Source: an optimization exercise on an open RTL-to-GDS flow (aim: small area and a short achievable clock period). Production flows keep margins and buffers that such runs may drop. RTL that was checked went through simulation tests only; none was proved equivalent to the original.

## iq_upconverter
module iq_upconverter (
  input  logic        clk,
  input  logic        rstn,
  input  logic        en,
  input  logic [11:0] i_data,
  input  logic [11:0] q_data,
  output logic        if_valid,
  output logic [11:0] if_data
);
For scale: about 1200 cells after synthesis, roughly 170 flip-flops, ~40 I/O pins.
clock: 6.0 ns
lec_check: 0
cap_margin: 20
core_margin: 2
core_utilization: 40
setup_slack_margin: 3.2
slew_margin: 20
standard.sh (not shown) runs the stock make flow with config.mk's settings and CLKGATE_MAP_FILE= SYNTH_SCRIPT=/design/flow/synth_recipe.tcl, a recipe that flattens the netlist after the stock synthesis.
==> flow/flow/run.sh <==
#!/bin/bash
# Layout: the standard ORFS flow (standard.sh), with two changes:
#  - the port buffers are sky130_fd_sc_hd__buf_4 cells instead of the
#    resizer's default choice (a delay cell);
#  - the repair steps may resize a cell to any drive strength, not only to a
#    cell with the same footprint.
# The output of each tool goes to the ORFS logs under orfs/logs; make's own
# output goes to standard.log here.
set -euo pipefail
bash standard.sh MATCH_CELL_FOOTPRINT=0 \
  "BUFFER_PORTS_ARGS=-buffer_cell sky130_fd_sc_hd__buf_4" \
  finish > standard.log 2>&1
Then changed:
- SETUP_SLACK_MARGIN: 3.2 -> 3.6
Outcome:
- hold slack gets better by 7.1 ps
- register-to-register slack gets worse by 90 ps
- die area does not change
- maximum frequency goes down by a few percent
- final area goes up by roughly a tenth
- setup slack gets worse by 92 ps
- routed wire length goes up by a little under a tenth
Function was not checked in any run of this note: the RTL went through the layout flow alone.

* * *

Another version of the RTL of iq_upconverter (not shown whole).
For scale: about 1100 cells after synthesis, about 180 flip-flops, roughly 11000 µm² of cells after synthesis.
clock: 6.0 ns
lec_check: 0
abc_area: 1
cap_margin: 20
core_margin: 2
core_utilization: 40
cts_buf_list: sky130_fd_sc_hd__clkbuf_4 sky130_fd_sc_hd__clkbuf_8
setup_slack_margin: 3.45
slew_margin: 20
synth_hierarchical: 1
Scripts as last shown in full above: flow/flow/run.sh
The first run finished clean.
==> next run, changes <==
ABC_AREA = default   (was 1)
PLACE_DENSITY = 0.85   (was default)
What happened: Cell area rises by a few percent. Maximum frequency barely changes. Final cell count drops by a little under a tenth. Synthesized cell count goes down by roughly a tenth. Sequential share of layout area goes down by 0.57 points. Critical path depth went up by 3. Via count barely changes.

* * *

iq_upconverter, a different RTL version from the one above (not shown whole).
Size: about 990 cells after synthesis, about 190 flip-flops, ~40 I/O pins, roughly 11000 sq um of cells after synthesis.
## iq_upconverter
module iq_upconverter (
  input  logic        clk,
  input  logic        rstn,
  input  logic        en,
  input  logic [11:0] i_data,
  input  logic [11:0] q_data,
  output logic        if_valid,
  output logic [11:0] if_data
);
clock: 6.0 ns
lec_check: 0
cap_margin: 20
core_margin: 2
core_utilization: 40
setup_slack_margin: 3.45
slew_margin: 20
synth_hierarchical: 1
==> flow/flow/run.sh <==
#!/bin/bash
# Layout: the standard ORFS flow (standard.sh), with two changes:
#  - the port buffers are sky130_fd_sc_hd__buf_2 cells instead of the
#    resizer's default choice (a delay cell);
#  - the repair steps may resize a cell to any drive strength, not only to a
#    cell with the same footprint.
# The output of each tool goes to the ORFS logs under orfs/logs; make's own
# output goes to standard.log here.
set -euo pipefail
bash standard.sh MATCH_CELL_FOOTPRINT=0 \
  "BUFFER_PORTS_ARGS=-buffer_cell sky130_fd_sc_hd__buf_2" \
  finish > standard.log 2>&1
The first run went through all stages and came out clean.
Change:
--- a/flow/flow/run.sh
+++ b/flow/flow/run.sh
@@ -2,3 +2,3 @@
 # Layout: the standard ORFS flow (standard.sh), with two changes:
-#  - the port buffers are sky130_fd_sc_hd__buf_2 cells instead of the
+#  - the port buffers are sky130_fd_sc_hd__buf_4 cells instead of the
 #    resizer's default choice (a delay cell);
@@ -10,3 +10,3 @@
 bash standard.sh MATCH_CELL_FOOTPRINT=0 \
-  "BUFFER_PORTS_ARGS=-buffer_cell sky130_fd_sc_hd__buf_2" \
+  "BUFFER_PORTS_ARGS=-buffer_cell sky130_fd_sc_hd__buf_4" \
   finish > standard.log 2>&1
The changed run completed with no timing, DRC or antenna violations.
Die area is unchanged.
Sequential share of layout area hardly moves.
Change:
--- a/flow/flow/run.sh
+++ b/flow/flow/run.sh
@@ -2,3 +2,3 @@
 # Layout: the standard ORFS flow (standard.sh), with two changes:
-#  - the port buffers are sky130_fd_sc_hd__buf_4 cells instead of the
+#  - the port buffers are sky130_fd_sc_hd__buf_8 cells instead of the
 #    resizer's default choice (a delay cell);
@@ -10,3 +10,3 @@
 bash standard.sh MATCH_CELL_FOOTPRINT=0 \
-  "BUFFER_PORTS_ARGS=-buffer_cell sky130_fd_sc_hd__buf_4" \
+  "BUFFER_PORTS_ARGS=-buffer_cell sky130_fd_sc_hd__buf_8" \
   finish > standard.log 2>&1
Settings changed: CTS_BUF_LIST set to sky130_fd_sc_hd__clkbuf_4 sky130_fd_sc_hd__clkbuf_8, PLACE_DENSITY set to 0.75, SETUP_SLACK_MARGIN 3.45 to 3.55.
Fmax drops by 2.0%.
Worst setup slack gets worse by 0.051 ns.
Change:
--- a/flow/flow/run.sh
+++ b/flow/flow/run.sh
@@ -2,3 +2,3 @@
 # Layout: the standard ORFS flow (standard.sh), with two changes:
-#  - the port buffers are sky130_fd_sc_hd__buf_8 cells instead of the
+#  - the port buffers are sky130_fd_sc_hd__buf_4 cells instead of the
 #    resizer's default choice (a delay cell);
@@ -10,3 +10,3 @@
 bash standard.sh MATCH_CELL_FOOTPRINT=0 \
-  "BUFFER_PORTS_ARGS=-buffer_cell sky130_fd_sc_hd__buf_8" \
+  "BUFFER_PORTS_ARGS=-buffer_cell sky130_fd_sc_hd__buf_4" \
   finish > standard.log 2>&1
Settings changed: PLACE_DENSITY 0.75 to not set, SETUP_SLACK_MARGIN 3.55 to 3.45.
Result:
- cell area decreases by 4.7%
- clock-buffer cell count went down by 1
- via count drops by 3.2%
- routed wire length came out lower by 1.3%
- clock skew stays flat

## what the ideal ports hide
The results above use ideal ports. As a check the final layouts listed here were re-extracted and re-timed, cells and wires unchanged. Step 1 (the two cells are an assumption about what drives the block):
set clk [get_ports {clk}]
set_driving_cell -lib_cell sky130_fd_sc_hd__clkbuf_16 $clk
set_driving_cell -lib_cell sky130_fd_sc_hd__buf_2 [delete_from_list [all_inputs] $clk]
Step 2 moves the port delays by t, midway between the first and last clock arrival at a register: inputs arrive t later, outputs are due t later. That takes back most of the time a late clock gives input paths. Three values: no drivers, after step 1, after step 2; two values: the first two.
run	shift t [ns]	setup slack, ns	hold WS [ns]	slew at the worst register clock pin (ns)	worst slew at a driven data input, ns
the first run of note 1	0.493	3.138 / 3.138 / 2.946	0.321 / 0.321 / 0.321	0.08 / 0.08	0.07
the second run of note 1	0.489	3.047 / 3.047 / 2.957	0.329 / 0.329 / 0.329	0.08 / 0.08	0.08
the first run of note 2	0.504	3.464 / 3.483 / 2.979	0.338 / 0.338 / 0.338	0.11 / 0.11	0.06
the second run of note 2	0.515	3.461 / 3.461 / 2.964	0.338 / 0.338 / 0.338	0.11 / 0.11	0.08
the first run of note 3	0.479	3.467 / 3.467 / 3.009	0.330 / 0.330 / 0.330	0.08 / 0.08	0.08
the second run of note 3	0.475	3.488 / 3.479 / 3.003	0.329 / 0.329 / 0.329	0.08 / 0.08	0.07
the third run of note 3	0.524	3.438 / 3.438 / 3.096	0.335 / 0.335 / 0.335	0.11 / 0.11	0.06
the fourth run of note 3	0.501	3.491 / 3.478 / 2.977	0.335 / 0.335 / 0.335	0.11 / 0.11	0.07
After both steps setup and hold are still met in every run listed. The setup slack of the fourth run of note 3, which loses most, moves by -0.013 ns with the drivers and by -0.514 ns with both steps.
